Source: an optimization exercise on an open RTL-to-GDS flow (aim: small area and a short achievable clock period). Production flows keep margins and buffers that such runs may drop.
RTL that was checked went through simulation tests only; none was proved equivalent to the original.

== the baseline ==
// inv_sqrt_unit
module inv_sqrt_unit #(
	parameter logic [5:0] PIPE = 6'b111111
) (
	input  logic clk,
	input  logic reset,
	input  logic in_valid,
	input  fp_pkg::int_t in_value,
	output logic out_valid,
	output fp_pkg::fp_t  out_fp,
	output fp_pkg::int_t out_fixed
);
clock: 9.5 ns
lec_check: 0
abc_clock_period_in_ps: 4000
cap_margin: 20
core_margin: 2
core_utilization: 40
setup_slack_margin: 5
slew_margin: 20
run.sh (not shown) runs the stock make flow with config.mk's settings and CLKGATE_MAP_FILE= SYNTH_SCRIPT=/design/flow/synth_recipe.tcl, a recipe that flattens the netlist after the stock synthesis.
The inputs of the candidate differ from those of the baseline as listed below.
Settings: SYNTH_MINIMUM_KEEP_SIZE now 0, previously not set; SYNTH_HIERARCHICAL now 1, previously not set.
==> comparison <==
Looking at share of the clock period used by the worst path after layout across the baseline and the candidate, the one that comes out lower is the candidate. Worst setup slack: the candidate higher than the baseline. [compare] base=the baseline new=the candidate: initial DRC count climbed 13%; first-pass GRT wire length went up 2.9%. The number of logic stages on the critical path including buffering of the candidate falls short of that of the baseline by 8. The candidate ends up with a growth of design area from synthesis to finish that is 4.0 points higher than in the baseline.
No functional check of the RTL was part of any run of this note.


inv_sqrt_unit, a different RTL version from the one above (not shown whole).
Size: ~2,900 cells after synthesis, roughly 63 I/O pins, ~0.032 mm^2 of cells after synthesis.
// inv_sqrt_unit
module inv_sqrt_unit #(
	parameter logic [9:0] PIPE = 10'b1111111111
) (
	input  logic clk,
	input  logic reset,
	input  logic in_valid,
	input  fp_pkg::int_t in_value,
	output logic out_valid,
	output fp_pkg::fp_t  out_fp,
	output fp_pkg::int_t out_fixed
);
	localparam int LAT = 1 + PIPE[0] + PIPE[1] + PIPE[2] + PIPE[3] + PIPE[4] +
		PIPE[5] + PIPE[6] + PIPE[7] + PIPE[8] + PIPE[9];
	logic [15:0] x;
	pipe_reg #(.W(16), .EN(PIPE[0])) u_c0 (.clk(clk), .d(in_value), .q(x));
	logic [15:0] n8, n4, n2, n1;
	logic [3:0]  lz;
	assign lz[3] = (x[15:8] == '0);
	assign n8 = lz[3] ? {x[7:0], 8'd0} : x;
	assign lz[2] = (n8[15:12] == '0);
	assign n4 = lz[2] ? {n8[11:0], 4'd0} : n8;
	assign lz[1] = (n4[15:14] == '0);
	assign n2 = lz[1] ? {n4[13:0], 2'd0} : n4;
	assign lz[0] = ~n2[15];
	assign n1 = lz[0] ? {n2[14:0], 1'b0} : n2;
	logic [14:0] a_m;
	logic [3:0]  a_p;
	pipe_reg #(.W(15+4), .EN(PIPE[1])) u_c1 (.clk(clk),
		.d({n1[14:0], ~lz}), .q({a_m, a_p}));
	logic        e0;
	logic [15:0] sub;
	logic [15:0] a_u;
	logic        a_b1;
	logic        a_t1;
	logic [3:0]  a_c;
	logic        a_z0;
	logic        a_zn;
	assign e0 = ~a_p[0];
	assign sub = {e0, a_m};
	assign a_u = 16'd28339 - sub;
	assign a_b1 = (sub > 16'd28339);
	assign a_t1 = a_b1 | (sub <= 16'd1193);
	assign a_c = 4'(({1'b0, a_p} + 5'd1) >> 1) + {3'd0, a_b1};
	assign a_z0 = (~a_b1 & ~e0 & ~a_t1) | (a_b1 & e0);
	assign a_zn = a_b1 & ~e0;
	logic [15:0] b_u;
	logic [3:0]  b_c;
	logic        b_t1, b_z0, b_zn;
	pipe_reg #(.W(16+4+3), .EN(PIPE[2])) u_c2 (.clk(clk),
		.d({a_u, a_c, a_t1, a_z0, a_zn}),
		.q({b_u, b_c, b_t1, b_z0, b_zn}));
	logic [35:13] b_ra, b_rb;
	logic         b_ci;
  ...
clock: 9.5 ns
lec_check: 0
cap_margin: 20
core_margin: 2
core_utilization: 40
cts_cluster_diameter: 100
cts_cluster_size: 30
slew_margin: 20
synth_hierarchical: 1
synth_minimum_keep_size: 0
tns_end_percent: 10
standard.sh (not shown) runs the stock make flow with config.mk's settings and CLKGATE_MAP_FILE= SYNTH_SCRIPT=/design/flow/synth_recipe.tcl, a recipe that flattens the netlist after the stock synthesis.
==> flow/flow/run.sh <==
#!/bin/bash
set -euo pipefail
export SETUP_SLACK_MARGIN=6.3
bash standard.sh > standard.log 2>&1
The first run produced a clean layout.
==> next run, changes <==
Settings changed: CORE_UTILIZATION 40 to 55, CTS_CLUSTER_DIAMETER 100 to default, CTS_CLUSTER_SIZE 30 to default, TNS_END_PERCENT 10 to default.
Via count rises by 1.6%; wire length is about the same; die area decreases by 27%.
==> next run, changes <==
==> flow/flow/run.sh (replaced) <==
#!/bin/bash
set -euo pipefail
export SETUP_SLACK_MARGIN=6.2
bash standard.sh > standard.log 2>&1
Settings changed: CORE_UTILIZATION 55 to 40, CTS_CLUSTER_DIAMETER from default to 100, CTS_CLUSTER_SIZE from default to 30.
After rerunning: Non-clock buffer count came out higher by 1; clock skew came out higher by 0.034 ns; wire length came out lower slightly; sequential share of layout area came out higher by 0.39 points; cell count came out higher by a few percent; first-iteration DRC count came out higher by about a fifth; global-route usage came out lower by 6.4 points; clock-buffer cell count came out lower by 43.
==> next run, changes <==
==> flow/flow/run.sh (replaced) <==
#!/bin/bash
set -euo pipefail
export SETUP_SLACK_MARGIN=6.5
bash standard.sh > standard.log 2>&1
Settings changed: CTS_CLUSTER_DIAMETER 100 to default, CTS_CLUSTER_SIZE 30 to default.
Outcome:
- worst setup slack improved by 0.16 ns
- final area grows by 8.2%
- first-iteration DRC count goes up by 2.0%
- synthesized area stays the same
- fmax came out higher by 5.1%
==> next run, changes <==
==> flow/flow/run.sh (replaced) <==
#!/bin/bash
set -euo pipefail
export SETUP_SLACK_MARGIN=6.3
bash standard.sh > standard.log 2>&1
Outcome: Non-clock buffer count shrinks by 127. Routed wire length shrinks by a few percent. Synthesized cell count is unchanged. Worst setup slack loses 0.12 ns. Global-route usage shrinks by 0.21 points. Via count shrinks by a few percent.

## separate check: timing with driven ports
In the flow no input, the clock included, has a driving cell. The finished layouts below were timed again as built, in two steps. Step 1, drivers: a clkbuf_16 drives clk and a buf_2 each remaining input, both assumed. Step 2 also shifts input and output timing later by t, the mid clock arrival at the registers, as if the neighbouring blocks saw the same clock. Slacks: ideal / step 1 / step 2; pairs: ideal / step 1.
run	t (ns)	slack for setup (ns)	hold slack, ns	worst setup path after step 2
the baseline	0.639	3.187 / 3.187 / 3.187	0.322 / 0.322 / 0.322	register to register
the candidate	0.615	3.992 / 3.992 / 3.992	0.305 / 0.305 / 0.305	register to register
the first run of note 2	0.647	6.131 / 6.074 / 6.222	0.317 / 0.317 / 0.317	register to register
the second run of note 2	0.659	6.266 / 6.266 / 6.266	0.318 / 0.318 / 0.318	register to register
the third run of note 2	0.646	6.298 / 6.298 / 6.298	0.316 / 0.316 / 0.316	register to register
the fourth run of note 2	0.655	6.454 / 6.454 / 6.454	0.288 / 0.288 / 0.288	register to register
the fifth run of note 2	0.652	6.337 / 6.329 / 6.337	0.302 / 0.302 / 0.302	register to register
After both steps every run listed still meets setup and hold.
